This design comes from an exercise in tuning for small area and a short achievable clock period on the open sky130 flow, not from production work.
Function was checked by simulation only, so behaviour that the tests miss may differ from the original.
No activity file was given, so power comes from the tool's default toggle rates.

==> design/flow/run.sh <==
#!/bin/bash
# synth_recipe.tcl (not shown) runs the flow's synth.tcl, then flattens the netlist and writes it again
# the make line also repeats each setting of config.mk as NAME=value (left out here)
make -C /OpenROAD-flow-scripts/flow DESIGN_CONFIG=/design/flow/config.mk WORK_HOME=/design/flow/orfs CLKGATE_MAP_FILE= SYNTH_SCRIPT=/design/flow/synth_recipe.tcl finish
==> design/flow/config.mk <==
export PLATFORM = sky130hd
export DESIGN_NAME = mem_slave
export DESIGN_NICKNAME = mem_slave
export VERILOG_FILES = /design/flow/design.v
export SDC_FILE = /design/flow/constraint.sdc
export NUM_CORES = 4
export LEC_CHECK = 0
export CAP_MARGIN = 20
export CORE_MARGIN = 2
export CORE_UTILIZATION = 40
export SLEW_MARGIN = 20
==> design/flow/constraint.sdc <==
create_clock -name core_clock -period 5.0 [get_ports {clk}]
set_input_delay 1.0000 -clock core_clock [delete_from_list [all_inputs] [get_ports {clk}]]
set_output_delay 1.0000 -clock core_clock [all_outputs]
set_load 0.01 [all_outputs]
==> design/flow/design.v <==
module mem_slave #(
  parameter int unsigned WIDTH       = 16,
  parameter int unsigned DEPTH       = 64,
  parameter int unsigned ADDR_WIDTH  = $clog2(DEPTH),
  parameter int unsigned WAIT_CYCLES = 2
) (
  input  logic                  clk,
  input  logic                  res,
  input  logic                  bus_wr_rd,
  input  logic [ADDR_WIDTH-1:0] bus_addr,
  input  logic [WIDTH-1:0]      bus_wdata,
  input  logic                  bus_valid,
  output logic                  bus_ready,
  output logic [WIDTH-1:0]      bus_rdata,
  output logic                  bus_rdata_vld
);
  localparam logic ST_IDLE = 1'b0;
  localparam logic ST_WAIT = 1'b1;
  localparam logic [3:0] CNT_INIT = (WAIT_CYCLES > 0) ? 4'(WAIT_CYCLES - 1) : 4'd0;
  logic                  state_q, state_d;
  logic [3:0]            cnt_q, cnt_d;
  logic                  ready_q, ready_d;
  logic [WIDTH-1:0]      rdata_q, rdata_d;
  logic                  rdata_vld_q, rdata_vld_d;
  logic                  req_we_q, req_we_d;
  logic [ADDR_WIDTH-1:0] req_addr_q, req_addr_d;
  logic [WIDTH-1:0]      req_wdata_q, req_wdata_d;
  logic [WIDTH-1:0]      mem_q [DEPTH];
  logic [WIDTH-1:0]      mem_d [DEPTH];
  logic                  accept;
  logic                  exec;
  logic                  ex_we;
  logic [ADDR_WIDTH-1:0] ex_addr;
  logic [WIDTH-1:0]      ex_wdata;
  logic                  ex_in_range;
  logic [WIDTH-1:0]      rd_word;
  assign accept = (state_q == ST_IDLE) && ready_q && bus_valid;
  assign ex_we    = (WAIT_CYCLES == 0) ? bus_wr_rd : req_we_q;
  assign ex_addr  = (WAIT_CYCLES == 0) ? bus_addr  : req_addr_q;
  assign ex_wdata = (WAIT_CYCLES == 0) ? bus_wdata : req_wdata_q;
  assign ex_in_range = {1'b0, ex_addr} < (ADDR_WIDTH + 1)'(DEPTH);
  assign rd_word     = ex_in_range ? mem_q[ex_addr] : '0;
  always_comb begin
    state_d     = state_q;
    cnt_d       = cnt_q;
    req_we_d    = req_we_q;
    req_addr_d  = req_addr_q;
    req_wdata_d = req_wdata_q;
    exec        = 1'b0;
    unique case (state_q)
      ST_IDLE: begin
        if (accept) begin
          req_we_d    = bus_wr_rd;
          req_addr_d  = bus_addr;
          req_wdata_d = bus_wdata;
          if (WAIT_CYCLES == 0) begin
            exec = 1'b1;
          end else begin
            state_d = ST_WAIT;
            cnt_d   = CNT_INIT;
          end
        end
      end
      ST_WAIT: begin
        if (cnt_q == 4'd0) begin
          exec    = 1'b1;
          state_d = ST_IDLE;
        end else begin
          cnt_d = cnt_q - 4'd1;
        end
      end
      default: state_d = ST_IDLE;
    endcase
  end
  always_comb begin
    for (int i = 0; i < int'(DEPTH); i++) begin
      mem_d[i] = mem_q[i];
      if (exec && ex_we && ex_in_range && (ex_addr == ADDR_WIDTH'(i))) begin
        mem_d[i] = ex_wdata;
      end
    end
  end
  always_comb begin
    ready_d     = (state_d == ST_IDLE);
    rdata_vld_d = exec && !ex_we;
    rdata_d     = (exec && !ex_we) ? rd_word : rdata_q;
  end
  always_ff @(posedge clk) begin
    if (res) begin
      state_q     <= ST_IDLE;
      cnt_q       <= 4'd0;
      ready_q     <= 1'b0;
      rdata_q     <= '0;
      rdata_vld_q <= 1'b0;
      req_we_q    <= 1'b0;
      req_addr_q  <= '0;
      req_wdata_q <= '0;
      for (int i = 0; i < int'(DEPTH); i++) begin
        mem_q[i] <= '0;
      end
    end else begin
      state_q     <= state_d;
      cnt_q       <= cnt_d;
      ready_q     <= ready_d;
      rdata_q     <= rdata_d;
      rdata_vld_q <= rdata_vld_d;
      req_we_q    <= req_we_d;
      req_addr_q  <= req_addr_d;
      req_wdata_q <= req_wdata_d;
      for (int i = 0; i < int'(DEPTH); i++) begin
        mem_q[i] <= mem_d[i];
      end
    end
  end
  assign bus_ready     = ready_q;
  assign bus_rdata     = rdata_q;
  assign bus_rdata_vld = rdata_vld_q;
endmodule
==> flow_summary_export.csv, run 1 <==
group,metric,value,unit
power_and_ir_drop,max-vdd-ir-drop,0.000275,V
grt,grt_overflow_total,0,
setup_path,end_kind,"flip-flop",
setup_path,critPathKind,"flip-flop to flip-flop",
yosys,syn_nets,5834,
floorplan,core_area,109000,sq um
clocking,clk_path_buf_depth,3,
clocking,cts_made_buffers,116,
floorplan,die_area,113000,sq um
floorplan,start_util,0.404,
clocking,cts_hold_buffers,0,
yosys,netlist_area,44100,sq um
setup_path,reg2reg_depth,8,
yosys,synth_warnings,3,
power_and_ir_drop,clkPwrFrac,0.491,
yosys,synth_seq_cells,1070,
drt,detail_route.wirelength,257000,um
drt,num_vias,45900,
setup_path,crit_path_max_fanout,14,
clocking,clk_pin_slew,0.06,ns
setup_path,critPathArrivalTime,4.84,ns
timing,fin_crit,4.22,ns
timing,slew_headroom,0.103,
setup_path,regToRegStartpoint,"req_addr_q[3]",
clocking,clock-sinks,1070,
clocking,h-tree-depth,3,
timing,tightest_slew,1.35,ns
power_and_ir_drop,switchingPower,0.00469,W
placement,gp_congestion,1.10,
placement,place.detailed.hpwl,178000,um
timing,fin_hold_ws,0.453,ns
outcome,status,"complete, no violations",
timing,hold_viol_final,0,
drt,post_drt_wl_per_cell,35.2,um
layout,syn_to_final_growth,15.3,%
grt,grt_pass1_wl,344000,um
layout,fillCellCount,10900,
drt,drt_iter0_drc,8152,
floorplan,io_pins,44,
grt,antenna_found_initial,33,
setup_path,regToRegEndpoint,"rdata_q[9]",
timing,clock_skew,0.0283,ns
power_and_ir_drop,power.leakage,16.6,nW
placement,dpl.cell_count,7047,
worst_hold_path,hold_path_class,"flip-flop to flip-flop",
timing,slew_violations,0,
drt,first_pass_iters,6,
floorplan,die_width,336,um
yosys,synthDistinctLibCells,61,
yosys,synth_edf_count,0,
clocking,root_buffer,"clkbuf_16",
power_and_ir_drop,pwr-share-seq,0.464,
placement,io_buffers,43,
clocking,post_cts_buffers,0,
clocking,cts-resized-gates,0,
drt,drtAntennaViolNets,0,
grt,grt_pass1_vias,39900,
power_and_ir_drop,p_int,0.0141,W
timing,rsz0062_at_grt,"false",
placement,pre_cts_slack,0.981,ns
yosys,synth_ff_type,"dfxtp_1",
clocking,clkLatencyLatePin,0.75,ns
timing,fmax,237,MHz
yosys,synth_area_per_cell,7.60,sq um
yosys,async_flop_share,0,
setup_path,cp-start-kind,"flip-flop",
floorplan,die_y,336,um
floorplan,rows,121,
layout,layout_common_cells,"2136 x nand2_1, 1052 x dfxtp_1, 1026 x a21oi_1",
drt,viasPerCell,6.31,
drt,post-route-drc-count,0,
timing,setup_ws,0.778,ns
timing,finalSetupTns,0,ns
setup_path,r2r_slack,0.78,ns
power_and_ir_drop,p_sw_frac,0.250,
layout,layout-drive-gt1-share,0.0989,
setup_path,critPathLaunch,"req_addr_q[3]",
setup_path,cp.required,5.62,ns
timing,setup_violations,0,
timing,period_share,0.844,
setup_path,cp-endpoint,"rdata_q[9]",
layout,final_common_cell,"nand2_1",
grt,grt_max_degree,205,
clocking,cts_tree,"done",
yosys,synthCells,5806,
grt,grt_usage,0.443,
power_and_ir_drop,p_comb_frac,0.045,
layout,instances_no_fill,7284,
layout,num-nets-final,5717,
yosys,yosysSeqAreaShare,0.485,
power_and_ir_drop,p_per_area,369,nW/um^2
run,cap_violations,0,
==> worst max-delay path: stages, from the launching register on <==
cell and delay [ns]:
dfxtp_1 0.60, buf_4 0.31, or2_1 0.68, nor3_2 0.35, buf_4 0.28, a2111oi_2 0.49, o2111ai_1 0.34, or4_1 0.71
o41a_1 0.34
==> layer usage <==
layer,share of wire,GRT usage,vias to the layer above,wire [um]
met1,0.38,0.586,22200,98700
met3,0.14,0.149,759,36000
li1,-,-,19500,-
met5,0.00089,0.00468,-,228
met4,0.078,0.287,26,20100
met2,0.40,0.610,3527,102000
==> cell families (layout without fill, tap and decap cells) <==
logic type      after synthesis  count (layout)  synth area share
compound gates             1547            1547             0.208
xor+xnor                      2               2          0.000397
fa+ha+maj                     2               2          0.000567
buf+inv                     539             519            0.0479
flops                      1070            1070             0.485
mux                          89              89            0.0204
other cells                   0              22                 0
simple gates               2557            2557             0.238
==> worst min-delay path by stage <==
stage                             start             to  slack, ns  cells after the start
final                     mem_q[24][10]  mem_q[24][10]       0.45                      2
after global routing       mem_q[0][12]   mem_q[0][12]       0.47                      2
after floorplan            mem_q[11][4]   mem_q[11][4]       0.43                      2
after detailed placement   mem_q[14][2]   mem_q[14][2]       0.44                      2
after global placement    mem_q[58][15]  mem_q[58][15]       0.44                      2
after CTS                  mem_q[14][2]   mem_q[14][2]       0.45                      2
==> area by class of cell <==
cell class | instances | area (sq um) | share of cell area
Inverter | 4 | 15.0 | 0.000295
Sequential cell | 1070 | 21500 | 0.422
Clock inverter | 42 | 533 | 0.0105
Tap cell | 1476 | 1850 | 0.0363
Multi-Input combinational cell | 4197 | 20900 | 0.411
Clock buffer | 173 | 3560 | 0.0700
Antenna cell | 22 | 55.1 | 0.00108
Timing Repair Buffer | 300 | 2480 | 0.0487
==> cells in the mapped netlist, types with 7 or more instances <==
| master | number | area (sq um) |
|---|---|---|
| dfxtp_1 | 1070 | 21400 |
| nor2_1 | 88 | 330 |
| a22o_1 | 25 | 219 |
| a222oi_1 | 7 | 70.1 |
| mux2i_1 | 80 | 801 |
| a21oi_1 | 1027 | 5140 |
| buf_1 | 10 | 37.5 |
| nand3_1 | 36 | 180 |
| nand4_1 | 55 | 344 |
| a221o_1 | 7 | 70.1 |
| a2111oi_0 | 12 | 105 |
| mux2_2 | 9 | 101 |
| clkbuf_1 | 463 | 1740 |
| nand2_1 | 2141 | 8040 |
| nor3_2 | 20 | 200 |
| a22oi_1 | 361 | 2710 |
| o22ai_1 | 16 | 100 |
| nor2b_1 | 47 | 294 |
| and3_1 | 45 | 282 |
| a2bb2oi_1 | 24 | 210 |
| a32oi_1 | 14 | 123 |
| nor4_1 | 24 | 150 |
| buf_2 | 56 | 280 |
| nor3_1 | 46 | 230 |
| o21ai_0 | 18 | 90.1 |
| and2_1 | 10 | 62.6 |
| or4_1 | 10 | 75.1 |
==> state kept, by name (all words and copies together), names as in the netlist <==
register / flops
rdata_vld_q: 1
req_addr_q: 6
mem_q: 1024
ready_q: 1
req_wdata_q: 16
cnt_q: 4
state_q: 1
req_we_q: 1
rdata_q: 16
==> power groups by stage <==
stage,Combinational (W),Sequential [W],Clock [W]
2_1_floorplan,0.000449,0.00875,0
3_3_place_gp,0.000791,0.00889,0
3_5_place_dp,0.000789,0.00889,0
4_1_cts,0.000791,0.00871,0.00920
5_1_grt,0.000828,0.00870,0.00956
6_report,0.000840,0.00871,0.00923
==> per-stage QoR <==
stage | util | area (sq um) | total power (W)
3_5_place_dp | 0.428 | 46700 | 0.00968
6_report | 0.466 | 50900 | 0.0188
5_1_grt | 0.466 | 50800 | 0.0191
3_3_place_gp | 0.428 | 46700 | 0.00969
2_1_floorplan | - | 44100 | 0.00920
4_1_cts | 0.465 | 50800 | 0.0187
==> run 2: changes to the inputs <==
==> design/flow/design.v (replaced) <==
module mem_slave #(
  parameter int unsigned WIDTH       = 16,
  parameter int unsigned DEPTH       = 64,
  parameter int unsigned ADDR_WIDTH  = $clog2(DEPTH),
  parameter int unsigned WAIT_CYCLES = 2
) (
  input  logic                  clk,
  input  logic                  res,
  input  logic                  bus_wr_rd,
  input  logic [ADDR_WIDTH-1:0] bus_addr,
  input  logic [WIDTH-1:0]      bus_wdata,
  input  logic                  bus_valid,
  output logic                  bus_ready,
  output logic [WIDTH-1:0]      bus_rdata,
  output logic                  bus_rdata_vld
);
  localparam int NR = 8;   
  localparam int RL = 8;   
  logic             ready_q, w1_q, w2_q, w3_q, rq1_q, rq2_q;
  logic [2:0]       ph_q;
  logic             we_q;
  logic [2:0]       ring_q, ofs_q;
  logic [WIDTH-1:0] wdata_q;
  logic [WIDTH-1:0] rdbuf_q;
  logic [WIDTH-1:0] rdata_q;
  logic             rdata_vld_q;
  logic [WIDTH-1:0] mem_q [NR][RL];
  logic             accept;
  logic             exec;
  logic             clr;
  logic             pend;
  logic [2:0]       pos;
  logic [1:0]       tap;
  logic [WIDTH-1:0] wsrc;
  logic [WIDTH-1:0] tap_word;
  logic [WIDTH-1:0] rd_word;
  assign accept = ready_q && bus_valid;
  assign exec   = w2_q;
  assign clr    = res || rq1_q || rq2_q;
  assign pend   = we_q && (w1_q || w2_q || w3_q);
  assign pos    = ofs_q + ph_q;           
  assign tap    = 2'((pos + 3'd1) >> 1);  
  assign wsrc   = clr ? '0 : wdata_q;
  assign tap_word = mem_q[ring_q][{tap, 1'b0}];
  assign rd_word  = pos[0] ? rdbuf_q : tap_word;
  always_ff @(posedge clk) begin
    if (res) begin
      ready_q     <= 1'b0;
      w1_q        <= 1'b0;
      w2_q        <= 1'b0;
      w3_q        <= 1'b0;
      ph_q        <= '0;
      rdata_q     <= '0;
      rdata_vld_q <= 1'b0;
    end else begin
      ready_q     <= !accept && !w1_q;
      w1_q        <= accept;
      w2_q        <= w1_q;
      w3_q        <= w2_q;
      ph_q        <= ph_q + 3'd1;
      rdata_vld_q <= exec && !we_q;
      if (exec && !we_q) rdata_q <= rd_word;
    end
    rq1_q <= res;
    rq2_q <= rq1_q;
  end
  always_ff @(posedge clk) begin
    if (ready_q) begin
      we_q    <= bus_wr_rd;
      ring_q  <= bus_addr[5:3];
      ofs_q   <= bus_addr[2:0];
      wdata_q <= bus_wdata;
    end
    rdbuf_q <= tap_word;
  end
  always_ff @(posedge clk) begin
    for (int r = 0; r < NR; r++) begin
      for (int k = 0; k < RL; k++) begin
        if ((k % 3) == 0 && (clr || (pend && ring_q == 3'(r) && pos == 3'((k + RL - 1) % RL))))
          mem_q[r][k] <= wsrc;
        else
          mem_q[r][k] <= mem_q[r][(k + RL - 1) % RL];
      end
    end
  end
  assign bus_ready     = ready_q;
  assign bus_rdata     = rdata_q;
  assign bus_rdata_vld = rdata_vld_q;
endmodule
==> flow_summary_export.csv, run 2 <==
group,metric,value,unit
drt,post-route-drc-count,0,
placement,io_buffers,43,
drt,post_drt_wl_per_cell,29.3,um
yosys,async_flop_share,0,
power_and_ir_drop,max-vdd-ir-drop,0.000367,V
drt,viasPerCell,5.61,
layout,fillCellCount,7610,
layout,multiInputGateArea,10000,sq um
yosys,synth_area_per_cell,10.4,sq um
yosys,synth_edf_count,23,
yosys,synth.area.mux_share,0.0467,
grt,grt_usage,0.296,
clocking,h-tree-depth,3,
yosys,synth_simple_gate_area_frac,0.133,
yosys,yosys.cell_count.top_type,"dfxtp_1",
yosys,synth_seq_cells,1089,
timing,setup_violations,0,
setup_path,critPathKind,"flip-flop to flip-flop",
timing,slew_headroom,0.202,
drt,drtAntennaViolNets,0,
yosys,synth_top_area_cell,"dfxtp_1",
setup_path,critPathArrivalTime,5.03,ns
layout,syn_to_final_growth,16.4,%
setup_path,crit_path_max_fanout,12,
power_and_ir_drop,p_per_area,470,nW/um^2
yosys,syn_nets,3189,
yosys,netlist.area_leader.share,0.649,
timing,period_share,0.890,
yosys,yosysSeqAreaShare,0.670,
clocking,post_cts_buffers,0,
layout,num-nets-final,3245,
drt,detail_route.wirelength,128000,um
clocking,clk_pin_slew,0.07,ns
yosys,synth_adder_area_share,0.00289,
yosys,synth_ff_type,"dfxtp_1",
grt,grt_pass1_vias,23300,
yosys,synth_compound_area_frac,0.117,
setup_path,cp-start-kind,"flip-flop",
clocking,root_buffer,"clkbuf_16",
yosys,synth_top_family_by_area,"simple AND/OR/NAND/NOR gates",
grt,antenna_found_initial,2,
drt,num_vias,24500,
clocking,cts_hold_buffers,0,
placement,place.detailed.hpwl,87100,um
grt,grt_overflow_total,0,
floorplan,die_width,291,um
layout,seq_area,22000,sq um
timing,tightest_slew,1.19,ns
yosys,synthCells,3156,
clocking,clkLatencyLatePin,0.69,ns
run,cap_violations,0,
clocking,cts-resized-gates,0,
setup_path,cp.required,5.58,ns
grt,grt_max_degree,83,
drt,drt_iter0_drc,2797,
timing,clock_skew,0.0275,ns
timing,fin_crit,4.45,ns
yosys,netlist_area,32900,sq um
setup_path,reg2reg_depth,13,
floorplan,die_y,291,um
clocking,clk_path_buf_depth,3,
timing,finalSetupTns,0,ns
yosys,yosys-top-cells-area,"dfxtp_1 65%, nand2_1 9.6%, a21oi_1 6.3%",
power_and_ir_drop,power.leakage,13.3,nW
clocking,cts_tree,"done",
timing,rsz0062_at_grt,"false",
floorplan,start_util,0.402,
placement,pre_cts_slack,0.647,ns
timing,setup_ws,0.551,ns
floorplan,rows,105,
timing,hold_viol_final,0,
placement,gp_congestion,0.994,
worst_hold_path,hold_path_depth,0,
timing,fmax,225,MHz
yosys,synth_warnings,2,
clocking,clock-sinks,1089,
layout,layout-drive-gt1-share,0.110,
floorplan,io_pins,44,
layout,largest_register_ff_count,1024,
timing,slew_violations,0,
layout,largest-register,"mem_q",
layout,num_antenna_cells,0,
floorplan,core_area,81700,sq um
layout,layout_common_cells,"1065 x dfxtp_1, 839 x nand2_1, 415 x a21oi_1",
layout,final_common_cell,"dfxtp_1",
grt,grt_pass1_wl,177000,um
clocking,cts_made_buffers,101,
worst_hold_path,hold_path_class,"flip-flop to flip-flop",
floorplan,die_area,84500,sq um
yosys,synthDistinctLibCells,76,
layout,final_util,0.468,
drt,first_pass_iters,6,
yosys,synthXorXnorAreaFrac,0.00232,
setup_path,end_kind,"flip-flop",
yosys,ys_top_cells_by_count,"1066 x dfxtp_1, 839 x nand2_1, 415 x a21oi_1, 157 x clkbuf_1, 83 x nor2_1",
outcome,status,"complete, no violations",
-- run 2: changes by cell type in the layout (fill, tap and decap cells not counted), moves of 23 or more --
cell / change
a21oi_1: -611
a22oi_1: -327
a2bb2oi_1: -23
and3_1: -32
buf_4: -142
edfxtp_1: +23
nand2_1: -1297
nand4_1: -46
nor2b_1: -30
nor3_2: -40
-- run 2: worst max-delay path, cell delays in order (launching register included) --
cell       delay, ns
edfxtp_1        0.36
ha_1            0.20
fa_1            0.36
xnor3_2         0.51
inv_1           0.11
ha_1            0.49
buf_4           0.28
nand4b_1        0.26
o22ai_1         0.14
a2111oi_0       0.54
o311ai_0        0.27
nor4b_1         0.56
o31a_1          0.21
nor2_1          0.05
-- run 2: cell families (layout without fill, tap and decap cells) --
family	count (synthesis)	in the layout
compound gates	639	639
xor+xnor	4	4
fa+ha+maj	7	7
buf+inv	218	355
flops	1089	1089
mux	127	127
simple gates	1072	1072
-- run 2: power by group --
part	internal (W)	switching, W
logic	0.000366	0.000950
registers	0.00878	0.0000818
clock network	0.00444	0.00335
total	0.0136	0.00438
-- run 2: path summary, 6_finish.rpt --
path / end / start / slack (ns)
setup reg to reg: rdata_q[14] / ofs_q[0] / 0.55
hold reg to reg: mem_q[10][13] / mem_q[9][13] / 0.31
setup / recovery: rdata_q[14] / ofs_q[0] / 0.55
hold / removal: mem_q[10][13] / mem_q[9][13] / 0.31
-- run 2: cell type report --
| class | count | area share |
|---|---|---|
| Timing Repair Buffer | 159 | 0.0375 |
| Clock inverter | 39 | 0.0107 |
| Clock buffer | 145 | 0.0781 |
| Inverter | 12 | 0.00118 |
| Tap cell | 1070 | 0.0350 |
| Sequential cell | 1089 | 0.576 |
| Multi-Input combinational cell | 1849 | 0.262 |
-- run 2: per-layer routing --
layer | track usage | part of all wire
met1 | 0.397 | 0.41
met2 | 0.446 | 0.43
met3 | 0.0486 | 0.080
met4 | 0.188 | 0.072
met5 | 0 | 0.00010
-- run 2: stage by stage --
stage | cells | hold slack, ns | power, W | area, sq um
2_1_floorplan | 3156 | 0.310 | 0.00971 | 32900
3_3_place_gp | 4178 | 0.310 | 0.0103 | 34900
3_5_place_dp | 4178 | 0.312 | 0.0103 | 34900
4_1_cts | 4362 | 0.308 | 0.0180 | 38300
5_1_grt | 4363 | 0.314 | 0.0184 | 38300
6_report | 4363 | 0.306 | 0.0180 | 38300
==> run 3: changes to the inputs <==
--- a/design/flow/design.v
+++ b/design/flow/design.v
@@ -18,6 +18,12 @@
   localparam int RL = 8;   
-  logic             ready_q, w1_q, w2_q, w3_q, rq1_q, rq2_q;
+  localparam int NT = 4;   
+  localparam int NS = 3;   
+  logic             ready_q, w1_q, w2_q, rq1_q, rq2_q, pend_q;
+  logic             rdt_q, rdb_q;
   logic [2:0]       ph_q;
   logic             we_q;
-  logic [2:0]       ring_q, ofs_q;
+  logic [NR-1:0]    rsel_q;      
+  logic [2:0]       pos_q;       
+  logic [NT-1:0]    tsel_q;      
+  logic [NS-1:0]    smatch_q;    
   logic [WIDTH-1:0] wdata_q;
@@ -28,19 +34,27 @@
   logic             accept;
-  logic             exec;
   logic             clr;
-  logic             pend;
-  logic [2:0]       pos;
-  logic [1:0]       tap;
+  logic [2:0]       pos_d;
+  logic [1:0]       tap_d;
   logic [WIDTH-1:0] wsrc;
-  logic [WIDTH-1:0] tap_word;
+  logic [WIDTH-1:0] tap_word [NT];
   logic [WIDTH-1:0] rd_word;
+  logic [NR-1:0]    rdec;
   assign accept = ready_q && bus_valid;
-  assign exec   = w2_q;
   assign clr    = res || rq1_q || rq2_q;
-  assign pend   = we_q && (w1_q || w2_q || w3_q);
-  assign pos    = ofs_q + ph_q;           
-  assign tap    = 2'((pos + 3'd1) >> 1);  
   assign wsrc   = clr ? '0 : wdata_q;
-  assign tap_word = mem_q[ring_q][{tap, 1'b0}];
-  assign rd_word  = pos[0] ? rdbuf_q : tap_word;
+  always_comb begin
+    for (int r = 0; r < NR; r++) rdec[r] = (bus_addr[5:3] == 3'(r));
+  end
+  assign pos_d = ready_q ? (bus_addr[2:0] + ph_q + 3'd1) : (pos_q + 3'd1);
+  assign tap_d = 2'((pos_d + 3'd1) >> 1);   
+  always_comb begin
+    for (int t = 0; t < NT; t++) begin
+      tap_word[t] = '0;
+      for (int r = 0; r < NR; r++)
+        tap_word[t] = tap_word[t] | (mem_q[r][2*t] & {WIDTH{rsel_q[r]}});
+    end
+    rd_word = '0;
+    for (int t = 0; t < NT; t++)
+      rd_word = rd_word | (tap_word[t] & {WIDTH{tsel_q[t]}});
+  end
   always_ff @(posedge clk) begin
@@ -50,3 +64,5 @@
       w2_q        <= 1'b0;
-      w3_q        <= 1'b0;
+      pend_q      <= 1'b0;
+      rdt_q       <= 1'b0;
+      rdb_q       <= 1'b0;
       ph_q        <= '0;
@@ -58,6 +74,9 @@
       w2_q        <= w1_q;
-      w3_q        <= w2_q;
+      pend_q      <= (accept && bus_wr_rd) || (we_q && (w1_q || w2_q));
+      rdt_q       <= w1_q && !we_q && !pos_d[0];
+      rdb_q       <= w1_q && !we_q && pos_d[0];
       ph_q        <= ph_q + 3'd1;
-      rdata_vld_q <= exec && !we_q;
-      if (exec && !we_q) rdata_q <= rd_word;
+      rdata_vld_q <= w2_q && !we_q;
+      if (rdt_q) rdata_q <= rd_word;
+      else if (rdb_q) rdata_q <= rdbuf_q;
     end
@@ -69,7 +88,11 @@
       we_q    <= bus_wr_rd;
-      ring_q  <= bus_addr[5:3];
-      ofs_q   <= bus_addr[2:0];
+      rsel_q  <= rdec;
       wdata_q <= bus_wdata;
     end
-    rdbuf_q <= tap_word;
+    pos_q       <= pos_d;
+    tsel_q      <= NT'(1) << tap_d;
+    smatch_q[0] <= (pos_d == 3'd7);
+    smatch_q[1] <= (pos_d == 3'd2);
+    smatch_q[2] <= (pos_d == 3'd5);
+    rdbuf_q     <= rd_word;
   end
@@ -78,3 +101,3 @@
       for (int k = 0; k < RL; k++) begin
-        if ((k % 3) == 0 && (clr || (pend && ring_q == 3'(r) && pos == 3'((k + RL - 1) % RL))))
+        if ((k % 3) == 0 && (clr || (pend_q && rsel_q[r] && smatch_q[k / 3])))
           mem_q[r][k] <= wsrc;
==> flow_summary_export.csv, run 3 <==
group,metric,value,unit
floorplan,core_area,78700,sq um
drt,drt_iter0_drc,2451,
drt,first_pass_iters,7,
layout,syn_to_final_growth,13.9,%
setup_path,regToRegEndpoint,"mem_q[22][2]",
grt,grt_usage,0.235,
outcome,status,"complete, no violations",
setup_path,crit_path_max_fanout,96,
drt,num_vias,21900,
drt,viasPerCell,5.48,
clocking,clk_path_buf_depth,3,
placement,io_buffers,43,
clocking,cts_hold_buffers,0,
floorplan,die_area,81600,sq um
yosys,async_flop_share,0,
placement,place.detailed.hpwl,57000,um
layout,largest-register,"mem_q",
worst_hold_path,worstHoldStart,"mem_q[25][4]",
grt,grt_pass1_wl,141000,um
timing,tightest_slew,1.03,ns
floorplan,io_pins,44,
timing,fin_crit,2.92,ns
yosys,synthDistinctLibCells,32,
drt,drtAntennaViolNets,0,
timing,rsz0062_at_grt,"false",
worst_hold_path,hold_path_depth,0,
power_and_ir_drop,p_per_area,486,nW/um^2
timing,slew_headroom,0.313,
setup_path,reg2reg_depth,5,
layout,layout-drive-gt1-share,0.0912,
grt,grt_overflow_total,0,
floorplan,start_util,0.403,
placement,gp_congestion,0.851,
clocking,cts_tree,"done",
drt,detail_route.wirelength,97700,um
clocking,clock-sinks,1103,
worst_hold_path,holdPathEnd,"mem_q[26][4]",
timing,setup_violations,0,
layout,fillCellCount,7117,
setup_path,critPathKind,"input port to flip-flop",
grt,grt_pass1_vias,21300,
setup_path,cp-start-kind,"input port",
layout,final_common_cell,"dfxtp_1",
layout,largest_register_ff_count,1024,
clocking,root_buffer,"clkbuf_16",
floorplan,die_y,286,um
yosys,ys_top_cells_by_count,"1078 x dfxtp_1, 666 x nand2_1, 288 x a22oi_1, 231 x a21oi_1, 121 x o21ai_0",
yosys,yosysSeqAreaShare,0.704,
drt,post_drt_wl_per_cell,24.5,um
setup_path,cp.required,5.52,ns
power_and_ir_drop,finalPower,0.0176,W
setup_path,end_kind,"flip-flop",
power_and_ir_drop,power.leakage,12.8,nW
layout,num-nets-final,2895,
clocking,post_cts_buffers,0,
timing,hold_viol_final,0,
run,cap_violations,0,
setup_path,regToRegStartpoint,"rsel_q[2]",
layout,layout_common_cells,"1073 x dfxtp_1, 666 x nand2_1, 288 x a22oi_1",
timing,finalSetupTns,0,ns
power_and_ir_drop,max-vdd-ir-drop,0.000275,V
yosys,synthCells,2881,
timing,clock_skew,0.0235,ns
yosys,netlist_area,31700,sq um
yosys,synth_edf_count,25,
clocking,clk_pin_slew,0.07,ns
grt,antenna_found_initial,2,
yosys,synth_area_per_cell,11.0,sq um
yosys,synth_warnings,3,
grt,grt_max_degree,97,
clocking,clkLatencyLatePin,0.68,ns
setup_path,r2r_slack,2.09,ns
clocking,cts-resized-gates,0,
floorplan,rows,103,
drt,post-route-drc-count,0,
yosys,netlist.area_leader.share,0.680,
timing,period_share,0.584,
yosys,yosys.cell_count.top_type,"dfxtp_1",
yosys,syn_nets,2915,
floorplan,die_width,286,um
worst_hold_path,hold_path_class,"flip-flop to flip-flop",
yosys,synth_seq_cells,1103,
yosys,yosys-top-cells-area,"dfxtp_1 68%, nand2_1 7.9%, a22oi_1 6.8%",
clocking,cts_made_buffers,98,
timing,slew_violations,0,
clocking,h-tree-depth,3,
setup_path,critPathArrivalTime,3.44,ns
yosys,synth_ff_type,"dfxtp_1",
timing,fmax,343,MHz
yosys,synth_top_area_cell,"dfxtp_1",
run 3: cell count changes after synthesis, moves of 27 or more:
| cell | delta |
|---|---|
| a22oi_1 | +254 |
| a21oi_1 | -184 |
| nand2_1 | -173 |
| clkbuf_1 | -90 |
| o21ai_0 | +90 |
| mux2i_1 | -68 |
| nor2_1 | -66 |
| nand4_1 | +55 |
| buf_2 | +47 |
| nor3_1 | -33 |
| mux2_2 | -31 |
| buf_6 | +29 |
| a21oi_2 | +27 |
run 3: worst max-delay path by stage:
stage,from,depth (start not counted),endpoint
finish,res,5,mem_q[19][3]
global placement,res,5,mem_q[14][10]
detailed placement,res,5,mem_q[24][1]
CTS,res,5,mem_q[19][3]
global route,res,5,mem_q[30][10]
floorplan,bus_addr[0],9,tsel_q[2]
run 3: critical path: stages:
cell	delay [ns]
clkdlybuf4s50_1	0.55
buf_4	0.47
or3_4	0.71
buf_12	0.47
a21oi_1	0.11
run 3: routing by layer:
| layer | part of all wire | routed length (um) | GRT usage | vias up |
|---|---|---|---|---|
| met5 | 0.00012 | 12 | 0 | - |
| met4 | 0.041 | 4000 | 0.0970 | 2 |
| met3 | 0.094 | 9190 | 0.0532 | 237 |
| met2 | 0.44 | 42900 | 0.360 | 1102 |
| met1 | 0.43 | 41500 | 0.320 | 10800 |
| li1 | - | - | - | 9785 |
run 3: report_power, final:
part	internal, W	switching (W)	total, W
clock network	0.00442	0.00329	0.00771
logic	0.000148	0.000385	0.000533
registers	0.00899	0.000347	0.00933
run 3: cells by family after synthesis:
kind of cell	count (synthesis)	share of synthesized area
AO/OA/AOI/OAI	700	0.140
XOR/XNOR	4	0.00110
adder cells (fa/ha/maj)	8	0.00339
buffers and inverters	227	0.0401
flip-flops	1103	0.704
multiplexers	10	0.00315
AND/OR/NAND/NOR	829	0.109
run 3: final cells by class:
class | instances | area (sq um) | share of cell area
clock buffers | 143 | 2910 | 0.0804
repair buffers | 101 | 916 | 0.0253
well taps | 1050 | 1310 | 0.0364
flip-flops and latches | 1103 | 22300 | 0.618
diodes | 1 | 2.50 | 0.0000692
inverters | 6 | 22.5 | 0.000623
multi-input cells | 1551 | 8210 | 0.227
clock inverters | 34 | 435 | 0.0120
run 3: metrics by stage:
step	std cells	cell area, sq um	hold WS [ns]	util	setup WS [ns]
floorplan	2881	31700	0.310	-	2.31
global placement	3811	32800	0.310	0.416	1.51
detailed placement	3811	32800	0.312	0.416	1.51
CTS	3988	36100	0.317	0.459	2.19
global route	3988	36100	0.320	0.459	2.08
finish	3989	36100	0.317	0.459	2.08
==> run 4: changes to the inputs <==
--- a/design/flow/config.mk
+++ b/design/flow/config.mk
@@ -7,2 +7,3 @@
 export LEC_CHECK = 0
+export ABC_CLOCK_PERIOD_IN_PS = 2000
 export CAP_MARGIN = 20
@@ -10,2 +11,3 @@
 export CORE_UTILIZATION = 40
+export SETUP_SLACK_MARGIN = 2.8
 export SLEW_MARGIN = 20
==> flow_summary_export.csv, run 4 <==
group,metric,value,unit
outcome,status,"complete, no violations",
setup_path,cp.required,4.00,ns
grt,grt_overflow_total,0,
floorplan,die_y,286,um
yosys,synthDistinctLibCells,32,
drt,drtAntennaViolNets,0,
layout,final_common_cell,"dfxtp_1",
placement,place.detailed.hpwl,56600,um
layout,num_antenna_cells,0,
power_and_ir_drop,power.leakage,12.9,nW
yosys,synth_ff_type,"dfxtp_1",
layout,num-nets-final,2906,
placement,gp_congestion,0.840,
layout,final_area,36600,sq um
yosys,syn_nets,2915,
clocking,clock-sinks,1103,
timing,fin_crit,2.17,ns
grt,antenna_found_initial,2,
drt,viasPerCell,5.50,
yosys,synth_area_per_cell,11.0,sq um
drt,first_pass_iters,5,
grt,grt_max_degree,71,
power_and_ir_drop,max-vdd-ir-drop,0.000288,V
timing,hold_viol_final,0,
timing,fin_hold_ws,0.316,ns
layout,layout_common_cells,"1058 x dfxtp_1, 666 x nand2_1, 282 x a22oi_1",
setup_path,end_kind,"primary output",
yosys,synthCells,2881,
placement,io_buffers,43,
timing,tightest_slew,1.04,ns
grt,grt_pass1_wl,146000,um
timing,fmax,460,MHz
drt,num_vias,22100,
placement,place_area,32800,sq um
yosys,ys_top_cells_by_count,"1078 x dfxtp_1, 666 x nand2_1, 288 x a22oi_1, 231 x a21oi_1, 121 x o21ai_0",
yosys,synth_seq_cells,1103,
grt,grt_usage,0.243,
setup_path,crit_path_max_fanout,2,
clocking,clk_path_buf_depth,3,
setup_path,cp-start-kind,"flip-flop",
clocking,clk_pin_slew,0.07,ns
yosys,yosys.cell_count.top_type,"dfxtp_1",
grt,grt_pass1_vias,21500,
setup_path,crit_family,"flip-flops",
floorplan,core_area,78700,sq um
yosys,synth_warnings,3,
run,cap_violations,0,
layout,syn_to_final_growth,15.3,%
drt,detail_route.wirelength,100000,um
drt,post-route-drc-count,0,
yosys,synth_top_area_cell,"dfxtp_1",
power_and_ir_drop,p_per_area,485,nW/um^2
timing,clock_skew,0.0316,ns
yosys,yosysSeqAreaShare,0.704,
setup_path,path_buf_inv,1,
clocking,root_buffer,"clkbuf_16",
drt,post_drt_wl_per_cell,25.1,um
worst_hold_path,hold_path_class,"flip-flop to flip-flop",
timing,finalSetupTns,0,ns
setup_path,critPathKind,"flip-flop to primary output",
timing,rsz0062_at_grt,"true",
clocking,clkLatencyLatePin,0.66,ns
yosys,netlist.area_leader.share,0.680,
floorplan,io_pins,44,
layout,layout-drive-gt1-share,0.117,
yosys,yosys-top-cells-area,"dfxtp_1 68%, nand2_1 7.9%, a22oi_1 6.8%",
setup_path,critPathSlowestCell,"dfxtp_4",
floorplan,die_area,81600,sq um
clocking,cts_made_buffers,100,
timing,slew_headroom,0.304,
timing,slew_violations,0,
floorplan,rows,103,
timing,period_share,0.435,
timing,setup_violations,0,
setup_path,path_cells,"buf_6",
layout,largest-register,"mem_q",
clocking,cts_tree,"done",
setup_path,critPathArrivalTime,1.17,ns
drt,drt_iter0_drc,2473,
yosys,synth_edf_count,25,
setup_path,cpPeakStageDelay,0.39,ns
clocking,h-tree-depth,3,
floorplan,die_width,286,um
layout,largest_register_ff_count,1024,
floorplan,start_util,0.403,
yosys,async_flop_share,0,
yosys,netlist_area,31700,sq um
clocking,cts_hold_buffers,0,
run 4: final cells by class:
cell class	count	area [sq um]
clock buffer	156	3070
clock inverter	31	314
fill	7038	42100
inverter	6	30.0
multi-input combinational	1553	8450
sequential	1103	22400
tap	1050	1310
timing repair buffer	108	1050
run 4: repair_timing:
action / CTS / global route
buffers inserted: 15 / 4
pin swaps: 6 / 3
resized for setup: 136 / 39
gates cloned: 2 / 0
endpoints found under the setup margin: 428 / 203
run 4: cell families (layout without fill, tap and decap cells):
family | count (synthesis) | after routing | synth area share
adders and majority gates | 8 | 8 | 0.00339
AOI/OAI and AO/OA | 700 | 700 | 0.140
buffers and inverters | 227 | 301 | 0.0401
muxes | 10 | 10 | 0.00315
xor gates and xnor gates | 4 | 4 | 0.00110
and+or+nand+nor | 829 | 831 | 0.109
DFF | 1103 | 1103 | 0.704
run 4: through the flow:
step	std cells	power (W)	utilization	setup WS, ns
3_3_place_gp	3799	0.0100	0.416	1.52
4_1_cts	4003	0.0177	0.463	2.78
5_1_grt	4007	0.0182	0.465	2.79
6_report	4007	0.0178	0.465	2.83
2_1_floorplan	2881	0.00967	-	2.49
3_5_place_dp	3799	0.0100	0.416	1.47
run 4: final timing paths:
| kind | depth (start not counted) | endpoint | startpoint | slack [ns] |
|---|---|---|---|---|
| setup / recovery | 1 | bus_rdata[5] | rdata_q[5] | 2.83 |
| hold reg to reg | 0 | mem_q[2][4] | mem_q[1][4] | 0.32 |
| setup reg to reg | 6 | mem_q[40][0] | rsel_q[5] | 2.87 |
| hold / removal | 0 | mem_q[2][4] | mem_q[1][4] | 0.32 |
run 4: metal layers:
| layer | track usage | vias to the layer above | wire length [um] |
|---|---|---|---|
| met5 | 0 | - | 34 |
| met4 | 0.0920 | 2 | 3870 |
| met3 | 0.0497 | 249 | 9310 |
| met2 | 0.374 | 1118 | 44200 |
| met1 | 0.338 | 10900 | 43100 |
| li1 | - | 9830 | - |
run 4: power by group:
| group | leakage, nW | internal [W] | switching (W) | total (W) |
|---|---|---|---|---|
| Combinational | 2.29 | 0.000215 | 0.000430 | 0.000645 |
| Sequential | 8.96 | 0.00898 | 0.000366 | 0.00935 |
| Clock | 1.66 | 0.00444 | 0.00331 | 0.00775 |
| Total | 12.9 | 0.0136 | 0.00411 | 0.0178 |
==> run 5: changes to the inputs <==
--- a/design/flow/config.mk
+++ b/design/flow/config.mk
@@ -10,4 +10,6 @@
 export CORE_MARGIN = 2
-export CORE_UTILIZATION = 40
-export SETUP_SLACK_MARGIN = 2.8
+export CORE_UTILIZATION = 60
+export CTS_CLUSTER_DIAMETER = 80
+export CTS_CLUSTER_SIZE = 25
+export SETUP_SLACK_MARGIN = 3.2
 export SLEW_MARGIN = 20
==> flow_summary_export.csv, run 5 <==
group,metric,value,unit
outcome,status,"complete, no violations",
timing,tightest_slew,1.12,ns
timing,fmax,454,MHz
placement,io_buffers,43,
drt,post-route-drc-count,0,
drt,drt_iter0_drc,2773,
layout,fillCellCount,3716,
setup_path,cp-start-kind,"flip-flop",
setup_path,path_buf_inv,1,
setup_path,crit_family,"flip-flops",
clocking,root_buffer,"clkbuf_16",
timing,slew_headroom,0.257,
layout,layout-drive-gt1-share,0.231,
yosys,yosys.cell_count.top_type,"dfxtp_1",
power_and_ir_drop,p_per_area,400,nW/um^2
floorplan,io_pins,44,
grt,grt_pass1_wl,153000,um
setup_path,cpPeakStageDelay,0.42,ns
layout,largest_register_ff_count,1024,
drt,first_pass_iters,5,
setup_path,critPathSlowestCell,"dfxtp_4",
run,cap_violations,0,
timing,finalSetupTns,0,ns
timing,clock_skew,0.0378,ns
yosys,synth_edf_count,25,
timing,hold_viol_final,0,
drt,wl_met1,44200,um
timing,period_share,0.441,
grt,grt_pass1_vias,21800,
setup_path,cp.required,4.00,ns
clocking,h-tree-depth,2,
yosys,ys_top_cells_by_count,"1078 x dfxtp_1, 666 x nand2_1, 288 x a22oi_1, 231 x a21oi_1, 121 x o21ai_0",
drt,drtAntennaViolNets,0,
setup_path,crit_path_max_fanout,2,
drt,viasPerCell,6.43,
yosys,synth_area_per_cell,11.0,sq um
yosys,synth_seq_cells,1103,
clocking,clkLatencyLatePin,0.66,ns
grt,antenna_found_initial,1,
layout,num-nets-final,2945,
yosys,yosysSeqAreaShare,0.704,
floorplan,die_width,234,um
clocking,clk_path_buf_depth,3,
timing,fin_hold_ws,0.321,ns
yosys,synth_warnings,3,
setup_path,critPathLaunch,"ready_q",
floorplan,die_area,54700,sq um
timing,rsz0062_at_grt,"true",
placement,place.detailed.hpwl,55800,um
layout,syn_to_final_growth,17.7,%
clocking,cts_made_buffers,50,
yosys,synthCells,2881,
setup_path,regToRegStartpoint,"ready_q",
drt,detail_route.wirelength,112000,um
yosys,syn_nets,2915,
worst_hold_path,hold_path_class,"flip-flop to flip-flop",
timing,setup_violations,0,
worst_hold_path,worstHoldStart,"mem_q[25][14]",
clocking,clk_pin_slew,0.10,ns
yosys,async_flop_share,0,
drt,num_vias,23300,
yosys,synth_top_area_cell,"dfxtp_1",
power_and_ir_drop,power.leakage,12.7,nW
drt,wl_met3,11600,um
layout,layout_common_cells,"1052 x dfxtp_1, 651 x nand2_1, 257 x a21oi_2",
setup_path,end_kind,"primary output",
drt,post_drt_wl_per_cell,30.9,um
floorplan,core_area,52400,sq um
yosys,synth_ff_type,"dfxtp_1",
power_and_ir_drop,max-vdd-ir-drop,0.000354,V
grt,grt_max_degree,60,
yosys,yosys-top-cells-area,"dfxtp_1 68%, nand2_1 7.9%, a22oi_1 6.8%",
drt,routed.top_layer,"met5",
layout,largest-register,"mem_q",
grt,grt_overflow_total,0,
yosys,netlist_area,31700,sq um
setup_path,critPathArrivalTime,1.20,ns
floorplan,die_y,234,um
layout,final_common_cell,"dfxtp_1",
yosys,netlist.area_leader.share,0.680,
floorplan,rows,84,
placement,gp_congestion,0.852,
setup_path,path_cells,"buf_6",
yosys,synthDistinctLibCells,32,
layout,num_antenna_cells,0,
drt,wl_met2,49400,um
clocking,cts_tree,"done",
timing,fin_crit,2.20,ns
clocking,clock-sinks,1103,
timing,slew_violations,0,
floorplan,start_util,0.605,
setup_path,critPathKind,"flip-flop to primary output",
grt,grt_usage,0.395,
-- run 5: cell counts after synthesis --
Identical to the previous run, type by type.
-- run 5: where the power goes --
| part | internal (W) | switching, W |
|---|---|---|
| Combinational | 0.000309 | 0.000559 |
| Sequential | 0.00898 | 0.000415 |
| Clock | 0.00195 | 0.00271 |
| Total | 0.0112 | 0.00369 |
-- run 5: final timing paths --
path | slack, ns | end | depth (start not counted)
setup / recovery | 2.80 | bus_ready | 1
hold / removal | 0.32 | mem_q[26][14] | 0
setup reg to reg | 2.84 | tsel_q[2] | 7
hold reg to reg | 0.32 | mem_q[26][14] | 0
-- run 5: cells by family (layout without fill, tap and decap cells) --
family | after synthesis | after routing | share of synthesized area
XOR/XNOR | 4 | 4 | 0.00110
AO/OA/AOI/OAI | 700 | 700 | 0.140
multiplexers | 10 | 10 | 0.00315
buffers and inverters | 227 | 262 | 0.0401
flip-flops | 1103 | 1103 | 0.704
adder cells (fa/ha/maj) | 8 | 8 | 0.00339
AND/OR/NAND/NOR | 829 | 843 | 0.109
-- run 5: layout make-up --
| cell class | instances | area [sq um] | share of cell area |
|---|---|---|---|
| Tap cell | 688 | 861 | 0.0230 |
| Clock inverter | 1 | 30.0 | 0.000804 |
| Multi-Input combinational cell | 1565 | 10100 | 0.271 |
| Inverter | 6 | 30.0 | 0.000804 |
| Sequential cell | 1103 | 22400 | 0.599 |
| Clock buffer | 70 | 1390 | 0.0372 |
| Timing Repair Buffer | 185 | 2510 | 0.0672 |
-- run 5: layer usage --
layer	up-vias	GRT usage
li1	9880	-
met1	11600	0.534
met2	1433	0.612
met3	378	0.0786
met4	2	0.185
met5	-	0
-- run 5: stage by stage --
step | total power [W] | setup slack (ns) | area, sq um | util | instances
2_1_floorplan | 0.00973 | 2.49 | 33200 | - | 2881
4_1_cts | 0.0147 | 2.78 | 36400 | 0.694 | 3589
5_1_grt | 0.0153 | 2.77 | 37400 | 0.712 | 3618
3_3_place_gp | 0.0101 | 1.50 | 33300 | 0.635 | 3431
3_5_place_dp | 0.0101 | 1.47 | 33300 | 0.635 | 3431
6_report | 0.0149 | 2.80 | 37400 | 0.712 | 3618
-- run 5: what timing repair did --
action	CTS	global route
cloned	16	8
hold buffers	0	0
resized for setup	248	105
endpoints found under the setup margin	446	191
pin swaps	21	36
buffers inserted	71	21

re-timing with driven ports:
The results above use ideal ports. As a check the final layouts listed here were re-extracted and re-timed, cells and wires unchanged. Step 1: set_driving_cell puts a clkbuf_16 on clk and a buf_2 on each other input, an assumption about the parent block. Step 2 adds t to the input delays and takes it off the output delays; t is the mean of the earliest and latest rising clock arrival at the registers after step 1. Input paths then give back, and output paths get back, about the clock's delay inside the block. a / b / c = ideal / step 1 / step 2; a / b = the first two.
run | t, ns | slack for setup (ns) | hold WS [ns] | slew at the worst register clock pin (ns) | worst data-port slew with drivers (ns)
run 1 | 0.808 | 0.778 / 0.778 / 0.778 | 0.453 / 0.453 / 0.453 | 0.07 / 0.07 | 0.05
run 2 | 0.742 | 0.551 / 0.551 / 0.551 | 0.306 / 0.306 / 0.306 | 0.07 / 0.07 | 0.05
run 3 | 0.724 | 2.081 / 2.095 / 1.388 | 0.317 / 0.317 / 0.317 | 0.07 / 0.07 | 0.05
run 4 | 0.713 | 2.826 / 2.761 / 2.286 | 0.316 / 0.316 / 0.316 | 0.07 / 0.07 | 0.05
run 5 | 0.702 | 2.795 / 2.731 / 2.222 | 0.321 / 0.321 / 0.321 | 0.11 / 0.11 | 0.04
After both steps every run listed still meets setup and hold. The setup slack of run 3, which loses most, moves by +0.014 ns with the drivers and by -0.693 ns with both steps.
